From an optimization exercise on the open Yosys and OpenROAD flow, aimed at small area, a short achievable clock period and few clock cycles per item; shortcuts taken in it are not production practice. Only simulation tests tie the RTL to the original design; equivalence was not proved. Power is estimated from default activity; no workload was simulated.

## the reference run
## bark_difference_hash_bits_core
module bark_difference_hash_bits_core #(
    parameter int NUM_BANDS    = 33,
    parameter int ENERGY_WIDTH = 32
) (
    input  logic                          aclk,
    input  logic                          aresetn,
    input  logic                          cfg_valid,
    output logic                          cfg_ready,
    input  bdh_pkg::cfg_idx_t             cfg_index,
    input  logic [bdh_pkg::CFG_DATA_W-1:0] cfg_data,
    input  logic                          s_tvalid,
    output logic                          s_tready,
    input  logic [bdh_pkg::S_TDATA_W-1:0] s_tdata,    
    input  logic [0:0]                    s_tuser,    
    output logic                          m_tvalid,
    input  logic                          m_tready,
    output logic [bdh_pkg::M_TDATA_W-1:0] m_tdata,
    output logic [0:0]                    m_tuser,    
    output logic                          m_tlast     
);
    localparam int NP = 32;      
    localparam int HW = 34;      
    logic [31:0] energy_thr_reg, diff_thr_reg;
    logic [5:0]  toggle_cnt_reg;
    logic        in_v_reg;               
    logic [31:0] in_e_reg;
    logic        in_u_reg;
    logic [5:0]  band_cnt_reg;           
  ...
For scale: ~3,000 flip-flops, ~130 I/O pins.
Settings: LEC_CHECK=0, CAP_MARGIN=20, CORE_MARGIN=2, CORE_UTILIZATION=45, CTS_BUF_LIST=sky130_fd_sc_hd__clkbuf_8, CTS_CLUSTER_DIAMETER=50, CTS_CLUSTER_SIZE=16, SETUP_SLACK_MARGIN=5, SLEW_MARGIN=20; clock period 9.0 ns.
standard.sh (not shown) runs the stock make flow with config.mk's settings and CLKGATE_MAP_FILE= SYNTH_SCRIPT=/design/flow/synth_recipe.tcl, a recipe that flattens the netlist after the stock synthesis.
==> flow/flow/run.sh <==
#!/bin/bash
set -euo pipefail
sed -e 's/SETUP_SLACK_MARGIN=[0-9.]*/SETUP_SLACK_MARGIN=5.5/' standard.sh > standard_margin.sh
grep -q 'SETUP_SLACK_MARGIN=5.5' standard_margin.sh
bash standard_margin.sh > standard_flow.log 2>&1
Testbench counts of the reference run, summed over its fixed seeds: cycles 7,800, frames 192.
### the reference run -> the trial run
==> flow/flow/run.sh <==
#!/bin/bash
set -euo pipefail
sed -e 's/SETUP_SLACK_MARGIN=[0-9.]*/SETUP_SLACK_MARGIN=5.8/' standard.sh > standard_margin.sh
grep -q 'SETUP_SLACK_MARGIN=5.8' standard_margin.sh
bash standard_margin.sh > standard_flow.log 2>&1
The trial run ran to completion and came out clean on the timing, design-rule and antenna checks.
Diff the reference run..the trial run | global routing usage on met3 | negligible
Against the reference run as the reference, the trial run delivers a higher share of layout cells above drive strength 1.
Compared with the reference run, the trial run shows a higher met2 wire length.
Hold slack for the trial run: 0.0063 ns up relative to the reference run
Summary of the trial run over the reference run: portion of total power attributed to the clock network went down by 0.4 points; net switching share of the total power higher.

========
bark_difference_hash_bits_core, a different RTL version from the one above (not shown whole).
Size: ~10000 cells after synthesis, about 3000 flip-flops.
Settings: LEC_CHECK=0, CAP_MARGIN=20, CORE_MARGIN=2, CORE_UTILIZATION=45, CTS_BUF_LIST=sky130_fd_sc_hd__clkbuf_8 sky130_fd_sc_hd__clkbuf_16, CTS_CLUSTER_DIAMETER=50, CTS_CLUSTER_SIZE=16, SETUP_SLACK_MARGIN=5, SLEW_MARGIN=20; clock period 9.0 ns.
==> flow/flow/run.sh <==
#!/bin/bash
set -euo pipefail
sed -e 's/SETUP_SLACK_MARGIN=[0-9.]*/SETUP_SLACK_MARGIN=5.5/' standard.sh > standard_margin.sh
grep -q 'SETUP_SLACK_MARGIN=5.5' standard_margin.sh
bash standard_margin.sh > standard_flow.log 2>&1
The first run produced a clean layout.
Testbench counts at the start, summed over its fixed seeds: cycles 7,800, frames 192.
Rerun with:
==> flow/flow/run.sh (replaced) <==
#!/bin/bash
set -euo pipefail
sed -e 's/SETUP_SLACK_MARGIN=[0-9.]*/SETUP_SLACK_MARGIN=5.8/' standard.sh > standard_margin.sh
grep -q 'SETUP_SLACK_MARGIN=5.8' standard_margin.sh
bash standard_margin.sh > standard_flow.log 2>&1
--- a/flow/config.mk
+++ b/flow/config.mk
@@ -9,5 +9,5 @@
 export CORE_MARGIN = 2
 export CORE_UTILIZATION = 45
-export CTS_BUF_LIST = sky130_fd_sc_hd__clkbuf_8 sky130_fd_sc_hd__clkbuf_16
+export CTS_BUF_LIST = sky130_fd_sc_hd__clkbuf_8
 export CTS_CLUSTER_DIAMETER = 50
 export CTS_CLUSTER_SIZE = 16
Effect:
- The changed run completed with no timing, DRC or antenna violations
- wire length climbs by a few percent
- critical path depth drops by 12
- total power drops by roughly a tenth
- via count climbs slightly
- setup slack got worse by 130 ps
- clock power drops by a quarter to a third
- area after synthesis is unchanged
- cell area climbs slightly
- utilization climbs by 0.32 points
- global-route usage climbs by 0.54 points
- clock skew climbs by 37 ps
Rerun with:
==> flow/flow/run.sh (replaced) <==
#!/bin/bash
set -euo pipefail
sed -e 's/SETUP_SLACK_MARGIN=[0-9.]*/SETUP_SLACK_MARGIN=5.5/' standard.sh > standard_margin.sh
grep -q 'SETUP_SLACK_MARGIN=5.5' standard_margin.sh
bash standard_margin.sh > standard_flow.log 2>&1
--- a/flow/config.mk
+++ b/flow/config.mk
@@ -8,5 +8,5 @@
 export CAP_MARGIN = 20
 export CORE_MARGIN = 2
-export CORE_UTILIZATION = 45
+export CORE_UTILIZATION = 50
 export CTS_BUF_LIST = sky130_fd_sc_hd__clkbuf_8
 export CTS_CLUSTER_DIAMETER = 50
Sequential power hardly moves. Sequential share of layout area climbs by 2.1 points. Routed wire length drops by 4.1%. Core utilization climbs by 3.8 points.

==> static timing again, ports no longer ideal <==
The results above use ideal ports. As a check the final layouts listed here were re-extracted and re-timed, cells and wires unchanged.
Step 1 assumes that a clkbuf_16 drives the clock port and a buf_2 every other input.
Step 2 times the ports against the registers' clock, not the clock port: input delays grow and output delays shrink by t, the midpoint of the rising clock arrivals with the driver on.
Three values: ideal, step 1, step 2; two values: the first two.
run	shift t [ns]	setup slack, ns	worst setup path after step 2	pins driven straight from the clock port
the reference run	1.115	5.371 / 5.371 / 5.045	input to register	1
the trial run	1.129	5.455 / 5.379 / 5.054	input to register	1
the first run of note 2	1.012	5.492 / 5.439 / 4.836	input to register	1
the second run of note 2	1.157	5.361 / 5.266 / 4.849	input to register	1
the third run of note 2	1.126	5.348 / 5.252 / 4.517	input to register	1
After both steps setup and hold are still met in every run listed. The setup slack of the third run of note 2, which loses most, moves by -0.096 ns with the drivers and by -0.831 ns with both steps.
